What follows belongs to an exercise in optimizing a design on an open flow for small area, a short achievable clock period and few clock cycles per item; a production flow would make more cautious choices.
Function was checked by simulation only, so behaviour that the tests miss may differ from the original.

## flow/design.v (module list and top-level ports; edited modules follow where they fit)
// module exp_fx_mul: 24 lines
// module exp_taylor_seq: 3607 lines
module exp_taylor_seq (
  input  logic        clk,
  input  logic        rst_n,
  input  logic        in_valid,
  output logic        in_ready,
  input  logic [31:0] in_data,
  output logic        out_valid,
  input  logic        out_ready,
  output logic [31:0] out_data
);
  // ...
==> flow/flow/run.sh <==
#!/bin/bash
set -euo pipefail
MARGIN=$(cat flow/margin.txt)
R=$PWD/orfs/results/$FLOW_PLATFORM/exp_taylor_seq/base
bash standard.sh "$R/1_2_yosys.v" > flow_synth.log 2>&1
python3 flow/polar.py "$R/1_2_yosys.v" > flow_polar.log 2>&1
bash standard.sh SETUP_SLACK_MARGIN=$MARGIN finish > flow_make.log 2>&1
==> flow/flow/margin.txt <==
7.4
==> flow/flow/polar.py <==
#!/usr/bin/env python3
"""Removes inverters around full-adder cells in a Yosys netlist (in place).

A full adder is self-dual: FA(~a, ~b, ~c) = (~sum, ~cout). Yosys maps the design with
`abc -fast` before it extracts adders, so many sky130 fa cells end up with inverters on
their inputs or outputs. This pass flips an adder (takes its inputs from the other side
of their inverters and lets its outputs carry the complement) whenever that removes more
inverters than it adds, and repeats until no flip helps. Registers are not touched.
Usage: polar.py netlist.v
"""
import re
import sys

path = sys.argv[1]
text = open(path).read()

m_first = re.search(r"^\s*sky130_fd_sc_hd__\w+\s+\S+\s*\(", text, re.M)
head = text[: m_first.start()]
body = text[m_first.start():]
end = body.rindex("endmodule")
tail = body[end:]
body = body[:end]

cell_re = re.compile(r"\s*(sky130_fd_sc_hd__\w+)\s+(\S+)\s*\((.*?)\);", re.S)
pin_re = re.compile(r"\.(\w+)\(\s*([^()]*?)\s*\)")

cells = {}
order = []
pos = 0
for m in cell_re.finditer(body):
    assert body[pos:m.start()].strip() == "", body[pos:m.start()][:200]
    pos = m.end()
    typ, name, pins = m.group(1), m.group(2), m.group(3)
    pd = {}
    for p, n in pin_re.findall(pins):
        assert "{" not in n and "," not in n, n
        pd[p] = n.strip()
    cells[name] = [typ, pd]
    order.append(name)
assert body[pos:].strip() == ""

OUTP = {"X", "Y", "Q", "Q_N", "SUM", "COUT", "HI", "LO"}
ports = set()
for m in re.finditer(r"^\s*output\s+(\[(\d+):(\d+)\]\s+)?(\w+);", head, re.M):
    if m.group(1):
        for i in range(int(m.group(3)), int(m.group(2)) + 1):
            ports.add(f"{m.group(4)}[{i}]")
    else:
        ports.add(m.group(4))

driver = {}
loads = {}
for c, (t, pd) in cells.items():
    for p, n in pd.items():
        if p in OUTP:
            driver[n] = (c, p)
        else:
            loads.setdefault(n, set()).add((c, p))


def is_inv(c):
    return c in cells and re.match(r"sky130_fd_sc_hd__(clk)?inv_\d+$", cells[c][0]) is not None


def connect(c, p, n):
    old = cells[c][1][p]
    if p in OUTP:
        if driver.get(old) == (c, p):
            del driver[old]
        driver[n] = (c, p)
    else:
        loads[old].discard((c, p))
        loads.setdefault(n, set()).add((c, p))
    cells[c][1][p] = n


def remove(c):
    for p, n in cells[c][1].items():
        if p in OUTP:
            if driver.get(n) == (c, p):
                del driver[n]
        else:
            loads[n].discard((c, p))
    del cells[c]


uid = [0]
new_nets = []


def new_net():
    uid[0] += 1
    n = f"_polar_n{uid[0]}_"
    new_nets.append(n)
    return n


def add_inv(a, y):
    uid[0] += 1
    c = f"_polar_i{uid[0]}_"
    cells[c] = ["sky130_fd_sc_hd__inv_1", {"A": a, "Y": y}]
    order.append(c)
    loads.setdefault(a, set()).add((c, "A"))
    driver[y] = (c, "Y")
    return c


def inv_of(n):
    """An existing inverter whose input is n."""
    for c, p in loads.get(n, ()):
        if is_inv(c) and p == "A":
            return c
    return None


def gain(f):
    pd = cells[f][1]
    g = 0
    need_new = set()
    ins = [pd[p] for p in ("A", "B", "CIN")]
    for n in set(ins):
        k = ins.count(n)
        d = driver.get(n)
        if d and is_inv(d[0]):
            others = [l for l in loads.get(n, ()) if l[0] != f]
            if not others and n not in ports:
                g += 1
        elif inv_of(n) is None:
            need_new.add(n)
    g -= len(need_new)
    for p in ("SUM", "COUT"):
        o = pd[p]
        inv_l = [c for c, q in loads.get(o, ()) if is_inv(c)]
        other = [l for l in loads.get(o, ()) if not is_inv(l[0])]
        g += len(inv_l)
        if other or o in ports:
            g -= 1
    return g


def flip(f):
    pd = cells[f][1]
    for p in ("A", "B", "CIN"):
        n = pd[p]
        d = driver.get(n)
        if d and is_inv(d[0]):
            inv = d[0]
            m = cells[inv][1]["A"]
            connect(f, p, m)
            if not loads.get(n) and n not in ports:
                remove(inv)
        else:
            inv = inv_of(n)
            if inv is None:
                y = new_net()
                add_inv(n, y)
                connect(f, p, y)
            else:
                connect(f, p, cells[inv][1]["Y"])
    for p in ("SUM", "COUT"):
        o = pd[p]
        inv_l = [c for c, q in list(loads.get(o, ())) if is_inv(c)]
        other = [l for l in loads.get(o, ()) if not is_inv(l[0])]
        if inv_l:
            keep = inv_l[0]
            u = cells[keep][1]["Y"]
            remove(keep)
            connect(f, p, u)
            for c in inv_l[1:]:
                uk = cells[c][1]["Y"]
                remove(c)
                for (lc, lp) in list(loads.get(uk, ())):
                    connect(lc, lp, u)
                if uk in ports:
                    raise Exception("inverter drives a port")
            if other or o in ports:
                add_inv(u, o)
        else:
            if other or o in ports:
                nn = new_net()
                connect(f, p, nn)
                add_inv(nn, o)


before = sum(1 for c in cells if is_inv(c))
total = 0
for it in range(20):
    changed = 0
    for f in list(order):
        if f in cells and cells[f][0].startswith("sky130_fd_sc_hd__fa_"):
            if gain(f) > 0:
                flip(f)
                changed += 1
    total += changed
    if not changed:
        break
# an inverter behind a lone xor2/xnor2 output: swap the gate for its complement instead
COMP = {"sky130_fd_sc_hd__xor2_1": "sky130_fd_sc_hd__xnor2_1", "sky130_fd_sc_hd__xnor2_1": "sky130_fd_sc_hd__xor2_1"}
swapped = 0
for c in list(order):
    if c not in cells or not is_inv(c):
        continue
    n = cells[c][1]["A"]
    d = driver.get(n)
    if not d or cells[d[0]][0] not in COMP or n in ports:
        continue
    if loads.get(n) != {(c, "A")}:
        continue
    g = d[0]
    y = cells[c][1]["Y"]
    remove(c)
    newpin = "Y" if d[1] == "X" else "X"
    del driver[n]
    pd = cells[g][1]
    del pd[d[1]]
    pd[newpin] = y
    driver[y] = (g, newpin)
    cells[g][0] = COMP[cells[g][0]]
    swapped += 1
print(f"polar: swapped {swapped} xor/xnor gates for their inverters")
after = sum(1 for c in cells if is_inv(c))
print(f"polar: flipped {total} adders, inverters {before} -> {after}")

used = set()
for c, (t, pd) in cells.items():
    used.update(pd.values())


def fmt(n):
    return n + " " if n.startswith("\\") else n


hl = []
for line in head.rstrip("\n").split("\n"):
    mw = re.match(r"^\s*wire\s+(\\\S+\s|\w+)\s*;\s*$", line)
    if mw and mw.group(1).strip() not in used and mw.group(1).strip() not in ports:
        continue
    hl.append(line)
out = ["\n".join(hl)]
for n in new_nets:
    if n in used:
        out.append(f"  wire {n};")
for c in order:
    if c not in cells:
        continue
    t, pd = cells[c]
    pins = ",\n".join(f"    .{p}({fmt(n)})" for p, n in pd.items())
    out.append(f"  {t} {c} (\n{pins}\n  );")
out.append(tail)
open(path, "w").write("\n".join(out))
==> flow/standard.sh <==
#!/bin/bash
# synth_recipe.tcl (not shown) runs the flow's synth.tcl, then flattens the netlist and writes it again
# the make line also repeats each setting of config.mk as NAME=value (left out here)
make -C /OpenROAD-flow-scripts/flow DESIGN_CONFIG=/design/flow/config.mk WORK_HOME=/design/flow/orfs CLKGATE_MAP_FILE= SYNTH_SCRIPT=/design/flow/synth_recipe.tcl "${@:-finish}"
==> flow/config.mk <==
export PLATFORM = sky130hd
export DESIGN_NAME = exp_taylor_seq
export DESIGN_NICKNAME = exp_taylor_seq
export VERILOG_FILES = /design/flow/design.v
export SDC_FILE = /design/flow/constraint.sdc
export NUM_CORES = 4
export LEC_CHECK = 0
export CAP_MARGIN = 20
export CORE_MARGIN = 2
export CORE_UTILIZATION = 60
export CTS_BUF_LIST = sky130_fd_sc_hd__clkbuf_4 sky130_fd_sc_hd__clkbuf_8
export CTS_CLUSTER_SIZE = 20
export SLEW_MARGIN = 20
==> flow/constraint.sdc <==
create_clock -name core_clock -period 11.0 [get_ports {clk}]
set_input_delay 2.2000 -clock core_clock [delete_from_list [all_inputs] [get_ports {clk}]]
set_output_delay 2.2000 -clock core_clock [all_outputs]
set_load 0.01 [all_outputs]
==> summary.txt, run 1 <==
Status = timing/DRC/antenna clean
Top cell by count, worst path = fa_1
Sequential cell area share = 0.226
Final design instance area without fill = 52,000 sq um
Cell type taking the most area = multi-input combinational cells
Setup bufs post-CTS = 34
Die height = 279 microns
Capture point of the critical path = rlo_q$_DFF_P_
Largest registers ranked by flip-flop count = zr0_q x48, zr1_q x47, zr2_q x45
Unrepaired setup endpoints after global routing = true
CP Capture Type = flip-flop
Top routing layer in use = met5
# port buffers = 69
Proportion of final cell area spent on non-clock buffers = 0.0726
Required time reported for the critical path endpoint = 11.62 ns
Total Routing Usage GR = 0.385
Worst path depth = 15
Final critical-path share of the clock period = 0.346
Clock buffer depth = 3
Count of endpoints failing setup in the final report = 0
Kind of cell adding the most delay to the critical path = adder cells
Max reg flops = 48
Number of cells after detailed placement = 5,152
Insertion delay of the later-clocked pin in the worst-skew pair = 0.76 ns
Net count after synthesis = 5,243
Testbench counts, summed over its fixed seeds: cycles 6,120, items 320.
==> run 2: changes to the inputs <==
--- a/flow/design.v
+++ b/flow/design.v
@@ -59,16 +59,17 @@
   logic [1:0]  t0, t1, t2, t3;
   logic        v0, v1, v2, v3;
   logic        d0, d1, d2, d3;
   logic        fin3;
   logic [47:0] rr0_q, rr0_d;
   logic [47:0] rr1_q, rr1_d;
   logic [15:0] rlo_s;
   logic        rlo_c, rlo_q;
+  logic [3:0]  rlo_g, rlo_p, rlo_gq, rlo_pq;
   logic [47:0] zr0_q, zr0_d;
   logic [47:0] zr1_q, zr1_d;
   logic [47:0] zr2_q, zr2_d;
   logic [1:0]  ein, eout;
   logic        ov1;
   logic [31:0] q1;
   logic [7:0]  r_one, r_two, r_neg;
   logic [15:0] z_one, z_two, z_neg, zo_d, zt_d, zn_d;
@@ -2687,17 +2688,29 @@
   assign {rc724, rs723} = {1'b0, rs559} + rs637 + rc636;
   assign {rc726, rs725} = {1'b0, rc560} + rs639 + rc638;
   assign {rc728, rs727} = {1'b0, rc562} + rs641 + rc640;
   assign {rc730, rs729} = {1'b0, rpp269} + rs643 + rc642;
   assign {rc732, rs731} = {1'b0, rpp238} + rpp270 + rc644;
   assign {rc734, rs733} = {1'b0, 1'b1} + rpp271;
   assign rr0_d = {rpp272, rs733, rs731, rs729, rs727, rs725, rs723, rs721, rs719, rs717, rs715, rs713, rs711, rs709, rs707, rs705, rs703, rs701, rs699, rs697, rs695, rs693, rs691, rs689, rs687, rs685, rs683, rs681, rs679, rs677, rs675, rs673, rs671, rs669, rs667, rs665, rs663, rs661, rs659, rs657, rs655, rs653, rs651, rs649, rs647, rs645, rpp2, r_neg[0]};
   assign rr1_d = {rc734, rc732, rc730, rc728, rc726, rc724, rc722, rc720, rc718, rc716, rc714, rc712, rc710, rc708, rc706, rc704, rc702, rc700, rc698, rc696, rc694, rc692, rc690, rc688, rc686, rc684, rc682, rc680, rc678, rc676, rc674, rc672, rc670, rc668, rc666, rc664, rc662, rc660, rc658, rc656, rc654, rc652, rc650, rc648, rc646, rpp35, 1'b0, rpp1};
-  assign {rlo_c, rlo_s} = {1'b0, rr0_d[15:0]} + rr1_d[15:0];
+  always_comb begin
+    for (int q = 0; q < 4; q++) begin
+      logic [3:0] gg, pp4;
+      gg  = rr0_d[4*q +: 4] & rr1_d[4*q +: 4];
+      pp4 = rr0_d[4*q +: 4] ^ rr1_d[4*q +: 4];
+      rlo_g[q] = gg[3] | (pp4[3] & gg[2]) | (pp4[3] & pp4[2] & gg[1]) | (pp4[3] & pp4[2] & pp4[1] & gg[0]);
+      rlo_p[q] = &pp4;
+    end
+  end
+  assign rlo_c = rlo_gq[3] | (rlo_pq[3] & rlo_gq[2]) | (rlo_pq[3] & rlo_pq[2] & rlo_gq[1])
+               | (rlo_pq[3] & rlo_pq[2] & rlo_pq[1] & rlo_gq[0]);
+  assign rlo_s = 16'd0;
+  assign rlo_q = rlo_c;
   assign rsum = {rr0_q[47:16] + rr1_q[47:16] + {31'd0, rlo_q}, 16'd0};
   assign zpp735 = ((z_one[0] & y2[0]) ^ z_neg[0]);
   assign zpp736 = (((z_one[0] & y2[1]) | (z_two[0] & y2[0])) ^ z_neg[0]);
   assign zpp737 = (((z_one[0] & y2[2]) | (z_two[0] & y2[1])) ^ z_neg[0]);
   assign zpp738 = (((z_one[0] & y2[3]) | (z_two[0] & y2[2])) ^ z_neg[0]);
   assign zpp739 = (((z_one[0] & y2[4]) | (z_two[0] & y2[3])) ^ z_neg[0]);
   assign zpp740 = (((z_one[0] & y2[5]) | (z_two[0] & y2[4])) ^ z_neg[0]);
   assign zpp741 = (((z_one[0] & y2[6]) | (z_two[0] & y2[5])) ^ z_neg[0]);
@@ -3633,17 +3646,17 @@
     k0 <= free ? 5'd20 : k_dec;
     r_one <= free ? 8'h7f : rd_one;
     r_two <= free ? 8'h00 : rd_two;
     r_neg <= free ? 8'h2a : rd_neg;
     t0 <= free ? ein : t3;
     d0 <= free ? 1'b0 : (d3 | fin3);
     rr0_q[47:16] <= rr0_d[47:16];
     rr1_q[47:16] <= rr1_d[47:16];
-    rlo_q <= rlo_c;
+    rlo_gq <= rlo_g; rlo_pq <= rlo_p;
     z1 <= z0; k1 <= k0; t1 <= t0; d1 <= d0;
     y2 <= rsum[47:16];
     z_one <= zo_d; z_two <= zt_d; z_neg <= zn_d; k2 <= k1; t2 <= t1; d2 <= d1;
     zr0_q <= zr0_d;
     zr1_q <= zr1_d;
     zr2_q <= zr2_d;
     z3 <= z2dec; k3 <= k2; t3 <= t2; d3 <= d2; fin3 <= fin2;
     if (!hold_q0) out_data <= ov1 ? q1 : res;
==> flow/flow/margin.txt (replaced) <==
7.25
==> flow/config.mk (replaced) <==
export PLATFORM = sky130hd
export DESIGN_NAME = exp_taylor_seq
export DESIGN_NICKNAME = exp_taylor_seq
export VERILOG_FILES = /design/flow/design.v
export SDC_FILE = /design/flow/constraint.sdc
export NUM_CORES = 4
export LEC_CHECK = 0
export CAP_MARGIN = 20
export CORE_MARGIN = 2
export CORE_UTILIZATION = 55
export CTS_BUF_LIST = sky130_fd_sc_hd__clkbuf_8
export CTS_CLUSTER_SIZE = 20
export SLEW_MARGIN = 20
==> run 2 against run 1 <==
Effect of this change:
- highest routed layer is now met4
- synthesized cell count decreased by 1.3%
- critical endpoint is now out_data[26]$_DFFE_PN_
- largest cell class unchanged
- count of clock-buffer cells in the layout is 2 lower
- register-to-register slack gained 0.098 ns
==> summary.txt, run 2 <==
Status = timing/DRC/antenna clean (unchanged)
CTS H-tree lvls = 3 (unchanged)
Area Overhead vs Synth = 10.7% (was 14.3%)
Total core area = 81,800 sq um (was 74,700 sq um)
Wire length of the first global-routing pass = 222,000 microns (was 225,000 microns)
Max reg flops = 48 (unchanged)
Total Routing Usage GR = 0.345 (was 0.385)
Slew headroom = 0.177 (was 0.247)
Slew @ Worst Pin = 1.22 ns (was 1.12 ns)
CTS tree = yes (unchanged)
Die height = 291 microns (was 279 microns)
# port buffers = 69 (unchanged)
Clock skew after layout = 0.0532 ns (was 0.0554 ns)
Final estimated routing congestion in global placement = 0.905 (was 0.908)
Required time reported for the critical path endpoint = 11.47 ns (was 11.62 ns)
Root Buffer Master = clkbuf_8 (unchanged)
CTS Hold Buffers Added = 0 (unchanged)
Number of CTS-inserted buffers = 97 (was 93)
Core utilization of the finished layout = 0.612 (was 0.696)
Met3 Usage GRT = 0.0676 (was 0.100)
First-pass DRT Iterations = 8 (was 6)
Routed wire length = 149,000 microns (was 152,000 microns)
Final critical-path share of the clock period = 0.337 (was 0.346)
Overall die width = 291 microns (was 279 microns)
FMAX = 0.270 GHz (was 0.263 GHz)
Clock Sink Count = 547 (was 541)
Post-DP HPWL = 96,800 microns (was 93,800 microns)
Overall overflow remaining after global route = 0 (unchanged)
Type of the worst min-delay path = reg -> reg (unchanged)
Setup CP Type = reg -> reg (unchanged)
Detailed-route vias per instance = 6.28 (was 6.50)
Number of cells produced by synthesis = 4,396 (was 4,456)
Flop-to-flop setup slack = 7.29 ns (was 7.20 ns)
Insertion delay of the later-clocked pin in the worst-skew pair = 0.76 ns (about the same)
CP Capture Type = flip-flop (unchanged)
Launching element type of the critical path = flip-flop (unchanged)
Starting density of the core = 0.553 (was 0.609)
Number of hold violations in the final report = 0 (unchanged)
Most flops, register = zr0_q (unchanged)
Die Footprint = 84,600 sq um (was 78,000 sq um)
Post-place instance area = 46,400 sq um (was 46,500 sq um)
Largest registers ranked by flip-flop count = zr0_q x48, zr1_q x47, zr2_q x45 (unchanged)
Worst setup slack after placement = 6.74 ns (was 6.64 ns)
Final-report max-slew violation count = 0 (unchanged)
Most Crowded Layer GR = met2 (unchanged)
Minimum clock period = 3.71 ns (was 3.80 ns)
Most common library cell in the layout ignoring fill and taps = a22oi_1 (unchanged)
Met2 routing resource usage after global routing = 0.548 (was 0.557)
Top library cells by usage in the layout, fill and taps aside = a22oi_1 (660), fa_1 (564), xor2_1 (529), dfxtp_1 (408), inv_1 (328) (was a22oi_1 (631), fa_1 (542), xor2_1 (508), dfxtp_1 (384), inv_1 (308))
Antenna Violating Nets Remaining = 0 (unchanged)
PnR worst setup slack = 7.29 ns (was 7.20 ns)
Clock buffer depth = 3 (unchanged)
Number of rows created at floorplan = 105 (was 100)
Number of antenna violations at the first check in global routing = 4 (was 8)
Max-capacitance violation count = 0 (unchanged)
Total Nets Final = 5,027 (was 5,181)
Number of global-route vias before repair = 35,000 (was 35,500)
Synthesized area divided by synthesized cell count = 10.3 sq um (was 10.2 sq um)
DRC violations left = 0 (unchanged)
Unrepaired setup endpoints after global routing = true (unchanged)
Net count after synthesis = 5,183 (was 5,243)
Mapped cell area = 45,300 sq um (was 45,500 sq um)
GR Layer Usage met1 = 0.450 (was 0.514)
Avg WL per Cell = 27.6 microns (was 28.0 microns)
Count of endpoints failing setup in the final report = 0 (unchanged)
Crit path max fanout = 5 (was 6)
Clock-pin slew on the worst setup and hold paths = 0.07 ns (was 0.08 ns)
Data arrival time at the worst-slack endpoint = 4.17 ns (was 4.42 ns)
IO Count = 70 (unchanged)
Final design instance area without fill = 50,100 sq um (was 52,000 sq um)
Initial detailed-routing violation count = 3,514 (was 4,524)
Maximum number of pins on one net before global-route repair = 67 (was 83)
Number of vias after detailed routing = 33,900 (was 35,400)
Setup TNS Final = 0 ns (unchanged)
YS warnings = 1 (unchanged)
Fraction of final layout cells with drive strength greater than 1 = 0.107 (was 0.153)
## run 2: repair_timing
| item | in CTS | in global routing |
|---|---|---|
| pin swaps | 7 | 24 |
| cloned | 0 | 11 |
| hold endpoints to repair | 0 | 0 |
| gates resized for setup | 143 | 204 |
| buffers inserted | 7 | 7 |
| endpoints found under the setup margin | 118 | 83 |
## run 2: worst paths after layout
check,startpoint,end,depth (start not counted)
setup / recovery,zr0_q[14]$_DFF_P_,out_data[26]$_DFFE_PN_,11
setup reg to reg,zr0_q[14]$_DFF_P_,out_data[26]$_DFFE_PN_,11
min in group asynchronous,rst_n,ein[0]$_DFF_PN0_,1
max in group asynchronous,rst_n,out_valid$_DFF_PN0_,1
hold / removal,z0[14]$_DFF_P_,z1[14]$_DFF_P_,0
hold reg to reg,z0[14]$_DFF_P_,z1[14]$_DFF_P_,0
## run 2: metal layers
| metal | up-vias | part of all wire |
|---|---|---|
| met1 | 17100 | 0.39 |
| met4 | 0 | 0.062 |
| met5 | - | 0 |
| met3 | 449 | 0.087 |
| li1 | 14600 | - |
| met2 | 1789 | 0.46 |
## run 2: final cells by class
class | instances | area (sq um)
repair buffers | 192 | 2350
flip-flops and latches | 547 | 11800
inverters | 309 | 1160
clock buffers | 125 | 1720
well taps | 1070 | 1340
multi-input cells | 3093 | 31200
clock inverters | 56 | 523
diodes | 1 | 2.50
fillers | 6914 | 31700
## run 2: critical path: stages, from the launching register on
cell and delay, ns:
dfxtp_1 0.32, fa_1 0.53, ha_2 0.37, a21oi_4 0.23
o211ai_1 0.15, a21boi_2 0.23, o211ai_1 0.23, or4b_1 0.59
nand3_2 0.13, xor2_2 0.19, o21ai_1 0.13, mux2_2 0.31
## run 2: stage by stage
| stage | hold slack [ns] | cells |
|---|---|---|
| after floorplan | 0.310 | 4396 |
| after global placement | 0.310 | 5185 |
| after detailed placement | 0.312 | 5185 |
| after CTS | 0.323 | 5373 |
| after global routing | 0.332 | 5393 |
| final | 0.325 | 5393 |
Testbench counts of run 2, summed over its fixed seeds: cycles 6,120, items 320.
==> run 3: changes to the inputs <==
==> flow/flow/margin.txt (replaced) <==
7.4
==> run 3 against run 2 <==
Effect of this change:
- maximum frequency up 1.5%
- still clean on timing, DRC and antenna
- critical path type unchanged
- sequential cell count unchanged
- hold slack worse by 0.0055 ns
- synthesized area unchanged
- non-clock buffer count rose by 54
- first-iteration DRC count rose by 13%
- core utilization grew 1.7 points
- critical endpoint is now zr0_q[36]$_DFF_P_
- global-route usage increased by 1.5 points
- routed wire length up 5.5%
- setup slack better by 0.054 ns
==> summary.txt, run 3 <==
Avg WL per Cell = 28.9 microns (was 27.6 microns)
Most flops, register = zr0_q (unchanged)
Die Footprint = 84,600 sq um (unchanged)
Number of vias after detailed routing = 34,700 (was 33,900)
Number of hold violations in the final report = 0 (unchanged)
Hold worst-path end = z1[9]$_DFF_P_ (was z1[14]$_DFF_P_)
Final design instance area without fill = 51,500 sq um (was 50,100 sq um)
Worst hold path depth = 0 (unchanged)
Fraction of final layout cells with drive strength greater than 1 = 0.151 (was 0.107)
Starting density of the core = 0.553 (unchanged)
Unrepaired setup endpoints after global routing = true (unchanged)
Overall die width = 291 microns (unchanged)
Kind of cell adding the most delay to the critical path = adder cells (was compound AO/OA/AOI/OAI gates)
Clock buffer depth = 3 (unchanged)
CP Capture Type = flip-flop (unchanged)
DRC violations left = 0 (unchanged)
Final estimated routing congestion in global placement = 0.906 (was 0.905)
Setup CP Type = reg -> reg (unchanged)
Clock-pin slew on the worst setup and hold paths = 0.06 ns (was 0.07 ns)
# port buffers = 69 (unchanged)
Number of antenna violations at the first check in global routing = 8 (was 4)
Number of rows created at floorplan = 105 (unchanged)
Top library cells by usage in the layout, fill and taps aside = a22oi_1 (645), fa_1 (545), xor2_1 (522), dfxtp_1 (372), inv_1 (333) (was a22oi_1 (660), fa_1 (564), xor2_1 (529), dfxtp_1 (408), inv_1 (328))
Max reg flops = 48 (unchanged)
Final-report max-slew violation count = 0 (unchanged)
CTS H-tree lvls = 3 (unchanged)
List of cells traversed by the critical path = buf_12, o21ai_1, xor2_1, inv_1, fa_1, fa_1, fa_1, fa_2, fa_1, inv_1 (was fa_1, ha_2, a21oi_4, o211ai_1, a21boi_2, o211ai_1, or4b_1, nand3_2, xor2_2, o21ai_1, mux2_2)
Source of the worst register-to-register timing path = z_two[1]$_DFF_P_ (was zr0_q[14]$_DFF_P_)
Initial detailed-routing violation count = 3,962 (was 3,514)
YS warnings = 1 (unchanged)
Launching element type of the critical path = flip-flop (unchanged)
Setup TNS Final = 0 ns (unchanged)
Top cell by count, worst path = fa_1 (was o211ai_1)
Total Nets Final = 5,081 (was 5,027)
Number of cells produced by synthesis = 4,396 (unchanged)
Terminus of the critical flop-to-flop path = zr0_q[36]$_DFF_P_ (was out_data[26]$_DFFE_PN_)
Clock skew after layout = 0.0694 ns (was 0.0532 ns)
Mapped cell area = 45,300 sq um (unchanged)
Die height = 291 microns (unchanged)
CTS tree = yes (unchanged)
Antenna Violating Nets Remaining = 0 (unchanged)
Post-place instance area = 46,300 sq um (was 46,400 sq um)
Final critical-path share of the clock period = 0.332 (was 0.337)
Worst reg2reg path depth = 10 (was 11)
Type of the worst min-delay path = reg -> reg (unchanged)
Synthesized area divided by synthesized cell count = 10.3 sq um (unchanged)
Minimum clock period = 3.65 ns (was 3.71 ns)
Post-DP HPWL = 96,600 microns (was 96,800 microns)
Detailed-route vias per instance = 6.37 (was 6.28)
Hold path startpoint = z0[9]$_DFF_P_ (was z0[14]$_DFF_P_)
Net count after synthesis = 5,183 (unchanged)
Wire length of the first global-routing pass = 229,000 microns (was 222,000 microns)
Insertion delay of the later-clocked pin in the worst-skew pair = 0.77 ns (was 0.76 ns)
Routed wire length = 157,000 microns (was 149,000 microns)
Count of buffering cells on the critical path with inverters included = 3 (was 0)
Root Buffer Master = clkbuf_8 (unchanged)
First-pass DRT Iterations = 9 (was 8)
Largest registers ranked by flip-flop count = zr0_q x48, zr1_q x47, zr2_q x45 (unchanged)
Critical path's slowest cell = fa_1 (was or4b_1)
Total Routing Usage GR = 0.360 (was 0.345)
Crit-path max cell delay = 0.57 ns (was 0.59 ns)
Clock Sink Count = 547 (unchanged)
Number of CTS-inserted buffers = 97 (unchanged)
Status = timing/DRC/antenna clean (unchanged)
CTS Hold Buffers Added = 0 (unchanged)
Number of global-route vias before repair = 35,700 (was 35,000)
Flop-to-flop setup slack = 7.35 ns (was 7.29 ns)
Crit path max fanout = 16 (was 5)
Count of endpoints failing setup in the final report = 0 (unchanged)
Maximum number of pins on one net before global-route repair = 85 (was 67)
Required time reported for the critical path endpoint = 11.61 ns (was 11.47 ns)
Total core area = 81,800 sq um (unchanged)
Max-capacitance violation count = 0 (unchanged)
IO Count = 70 (unchanged)
Data arrival time at the worst-slack endpoint = 4.26 ns (was 4.17 ns)
Layout filler cell count = 6,743 (was 6,914)
Most common library cell in the layout ignoring fill and taps = a22oi_1 (unchanged)
Area Overhead vs Synth = 13.8% (was 10.7%)
Slew @ Worst Pin = 1.07 ns (was 1.22 ns)
FMAX = 0.274 GHz (was 0.270 GHz)
Overall overflow remaining after global route = 0 (unchanged)
Slew headroom = 0.281 (was 0.177)
-- run 3: layer usage --
metal | vias up | GRT usage | part of all wire
met3 | 525 | 0.0780 | 0.10
met2 | 2166 | 0.563 | 0.46
met4 | 0 | 0.227 | 0.072
met1 | 17300 | 0.456 | 0.37
met5 | - | 0 | 0
li1 | 14700 | - | -
-- run 3: final cells by class --
| cell class | count | area, sq um | area share |
|---|---|---|---|
| clock inverter | 63 | 492 | 0.00954 |
| timing repair buffer | 246 | 3260 | 0.0633 |
| sequential | 547 | 11900 | 0.231 |
| inverter | 309 | 1160 | 0.0225 |
| clock buffer | 118 | 1620 | 0.0315 |
| antenna | 3 | 7.51 | 0.000146 |
| multi-input combinational | 3093 | 31700 | 0.616 |
| tap | 1070 | 1340 | 0.0260 |
-- run 3: worst max path at each step --
stage	start	end	slack, ns	depth (start not counted)
6_report	z_two[1]$_DFF_P_	zr0_q[36]$_DFF_P_	7.35	10
5_1_grt	z_two[1]$_DFF_P_	zr0_q[36]$_DFF_P_	7.23	10
4_1_cts	z_one[1]$_DFF_P_	zr0_q[36]$_DFF_P_	7.27	10
3_5_place_dp	y2[24]$_DFF_P_	zr0_q[35]$_DFF_P_	6.83	8
3_3_place_gp	y2[24]$_DFF_P_	zr0_q[32]$_DFF_P_	6.84	8
2_1_floorplan	y2[23]$_DFF_P_	zr0_q[35]$_DFF_P_	7.36	10
-- run 3: worst reg2reg max path: stages, from the launching register on --
cell and delay [ns]:
dfxtp_4 0.38, buf_12 0.16, o21ai_1 0.19, xor2_1 0.21
inv_1 0.09, fa_1 0.57, fa_1 0.47, fa_1 0.51
fa_2 0.39, fa_1 0.51, inv_1 0.04
-- run 3: repair_timing --
item / CTS / global route
buffers inserted: 17 / 45
setup endpoints to repair: 190 / 117
pin swaps: 26 / 77
resized for setup: 396 / 215
cloned: 11 / 16
-- run 3: stage by stage --
step	cells	util	setup slack (ns)	hold slack [ns]
3_3_place_gp	5175	0.566	6.84	0.310
3_5_place_dp	5175	0.566	6.83	0.312
2_1_floorplan	4396	-	7.36	0.310
5_1_grt	5447	0.629	7.23	0.324
4_1_cts	5384	0.610	7.27	0.314
6_report	5449	0.629	7.35	0.319
==> run 4: changes to the inputs <==
==> flow/flow/margin.txt (replaced) <==
7.1
==> run 4 against run 3 <==
Effect of this change:
- maximum frequency is 4.8% lower
- sequential cell count stayed put
- first-iteration DRC count is 15% lower
- still clean on timing, DRC and antenna
- sequential share of layout area is 0.80 points higher
- critical endpoint is now out_data[18]
- clock skew is 0.021 ns lower
==> summary.txt, run 4 <==
Status = timing/DRC/antenna clean (unchanged)
Fraction of final layout cells with drive strength greater than 1 = 0.0916 (was 0.151)
Number of cells after detailed placement = 5,182 (was 5,175)
Wire length of the first global-routing pass = 220,000 microns (was 229,000 microns)
Root Buffer Master = clkbuf_8 (unchanged)
Area Overhead vs Synth = 8.38% (was 13.8%)
Type of the worst min-delay path = reg -> reg (unchanged)
PnR worst setup slack = 7.16 ns (was 7.35 ns)
Count of endpoints failing setup in the final report = 0 (unchanged)
CTS H-tree lvls = 3 (unchanged)
Avg WL per Cell = 26.8 microns (was 28.9 microns)
Unrepaired setup endpoints after global routing = true (unchanged)
First-pass DRT Iterations = 6 (was 9)
Mapped cell area = 45,300 sq um (unchanged)
Clock skew after layout = 0.0486 ns (was 0.0694 ns)
Max-capacitance violation count = 0 (unchanged)
Data arrival time at the worst-slack endpoint = 1.64 ns (was 4.26 ns)
Post-DP HPWL = 97,000 microns (was 96,600 microns)
CTS tree = yes (unchanged)
Kind of cell adding the most delay to the critical path = buffers and inverters (was adder cells)
Total Routing Usage GR = 0.344 (was 0.360)
List of cells traversed by the critical path = clkdlybuf4s50_1 (was buf_12, o21ai_1, xor2_1, inv_1, fa_1, fa_1, fa_1, fa_2, fa_1, inv_1)
Routed wire length = 144,000 microns (was 157,000 microns)
Final-report max-slew violation count = 0 (unchanged)
Total core area = 81,800 sq um (unchanged)
Core utilization of the finished layout = 0.599 (was 0.629)
Number of cells produced by synthesis = 4,396 (unchanged)
Maximum number of pins on one net before global-route repair = 69 (was 85)
Final design instance area without fill = 49,100 sq um (was 51,500 sq um)
CTS Hold Buffers Added = 0 (unchanged)
Clock-pin slew on the worst setup and hold paths = 0.06 ns (about the same)
IO Count = 70 (unchanged)
Flop-to-flop setup slack = 7.19 ns (was 7.35 ns)
Net count after synthesis = 5,183 (unchanged)
Insertion delay of the later-clocked pin in the worst-skew pair = 0.79 ns (was 0.77 ns)
Total Nets Final = 5,007 (was 5,081)
Slew @ Worst Pin = 1.23 ns (was 1.07 ns)
Largest registers ranked by flip-flop count = zr0_q x48, zr1_q x47, zr2_q x45 (unchanged)
Overall overflow remaining after global route = 0 (unchanged)
Launching element type of the critical path = flip-flop (unchanged)
Post-place instance area = 46,400 sq um (was 46,300 sq um)
Starting density of the core = 0.553 (unchanged)
Most common library cell in the layout ignoring fill and taps = a22oi_1 (unchanged)
Required time reported for the critical path endpoint = 8.80 ns (was 11.61 ns)
# port buffers = 69 (unchanged)
Number of rows created at floorplan = 105 (unchanged)
Most flops, register = zr0_q (unchanged)
CP Capture Type = output port (was flip-flop)
Number of CTS-inserted buffers = 96 (was 97)
Synthesized area divided by synthesized cell count = 10.3 sq um (unchanged)
Slew headroom = 0.174 (was 0.281)
Die height = 291 microns (unchanged)
Detailed-route vias per instance = 6.22 (was 6.37)
Initial detailed-routing violation count = 3,383 (was 3,962)
Setup TNS Final = 0 ns (unchanged)
Layout filler cell count = 7,017 (was 6,743)
Crit path max fanout = 1 (was 16)
Clock buffer depth = 3 (unchanged)
Top library cells by usage in the layout, fill and taps aside = a22oi_1 (667), fa_1 (567), xor2_1 (532), dfxtp_1 (418), inv_1 (333) (was a22oi_1 (645), fa_1 (545), xor2_1 (522), dfxtp_1 (372), inv_1 (333))
Minimum clock period = 3.84 ns (was 3.65 ns)
Number of hold violations in the final report = 0 (unchanged)
YS warnings = 1 (unchanged)
Final std cells w/o fill = 5,372 (was 5,449)
FMAX = 0.261 GHz (was 0.274 GHz)
Count of buffering cells on the critical path with inverters included = 1 (was 3)
Clock Sink Count = 547 (unchanged)
DRC violations left = 0 (unchanged)
Final critical-path share of the clock period = 0.349 (was 0.332)
Overall die width = 291 microns (unchanged)
Crit-path max cell delay = 0.54 ns (was 0.57 ns)
Setup CP Type = reg -> out (was reg -> reg)
Die Footprint = 84,600 sq um (unchanged)
Antenna Violating Nets Remaining = 0 (unchanged)
Max reg flops = 48 (unchanged)
Number of vias after detailed routing = 33,400 (was 34,700)
Worst setup slack after placement = 6.70 ns (was 6.83 ns)
Number of antenna violations at the first check in global routing = 4 (was 8)
Critical path's slowest cell = clkdlybuf4s50_1 (was fa_1)
Final estimated routing congestion in global placement = 0.921 (was 0.906)
Number of global-route vias before repair = 34,700 (was 35,700)
[run 4: final timing paths]
path / start / endpoint / depth (start not counted)
max: out_data[18]$_DFFE_PN_ / out_data[18] / 1
max in group asynchronous: rst_n / v0$_DFF_PN0_ / 1
min in group asynchronous: rst_n / ov1$_DFF_PN0_ / 1
min: t1[0]$_DFF_P_ / t2[0]$_DFF_P_ / 0
max reg2reg: x0[21]$_DFF_P_ / rr0_q[22]$_DFF_P_ / 7
min reg2reg: t1[0]$_DFF_P_ / t2[0]$_DFF_P_ / 0
[run 4: layout make-up]
cell class	count	area (sq um)	area share
Sequential cell	547	11700	0.239
Clock inverter	60	478	0.00974
Timing Repair Buffer	173	1720	0.0351
Clock buffer	119	1640	0.0334
Antenna cell	1	2.50	0.0000510
Tap cell	1070	1340	0.0273
Inverter	309	1160	0.0236
Multi-Input combinational cell	3093	31000	0.631
[run 4: metrics by stage]
step           hold WS [ns]
2_1_floorplan         0.310
3_5_place_dp          0.312
3_3_place_gp          0.310
5_1_grt               0.320
6_report              0.314
4_1_cts               0.322
[run 4: what timing repair did]
item	CTS	global route
pin swaps	2	7
buffers inserted	2	8
endpoints found under the hold margin	0	0
endpoints found under the setup margin	52	59
gates resized for setup	49	117
[run 4: per-layer routing]
| metal | wire (microns) | track usage | vias to the layer above | share of wire |
|---|---|---|---|---|
| met3 | 12400 | 0.0642 | 407 | 0.086 |
| met4 | 7790 | 0.167 | 0 | 0.054 |
| met2 | 66800 | 0.547 | 1802 | 0.46 |
| met5 | 0 | 0 | - | 0 |
| met1 | 57000 | 0.453 | 16700 | 0.40 |
| li1 | - | - | 14500 | - |

==> what the ideal ports hide <==
Ports are ideal in the flow. The routed layouts listed here were re-timed in OpenROAD.
Step 1 sets driving cells, clkbuf_16 on the clock port and buf_2 on the other inputs (assumed; they add their load-dependent delay and slew).
Step 2 also shifts input and output timing later by t, the mid clock arrival at the registers, as if the neighbouring blocks saw the same clock.
Slacks: ideal / step 1 / step 2; pairs: ideal / step 1.
| run | shift t [ns] | setup slack, ns | worst register clock-pin slew, ns |
|---|---|---|---|
| run 1 | 0.798 | 7.197 / 7.197 / 7.197 | 0.08 / 0.08 |
| run 2 | 0.797 | 7.295 / 7.295 / 7.295 | 0.07 / 0.07 |
| run 3 | 0.796 | 7.348 / 7.348 / 7.348 | 0.07 / 0.07 |
| run 4 | 0.819 | 7.163 / 7.107 / 7.194 | 0.07 / 0.07 |
After both steps setup and hold are still met in every run listed.
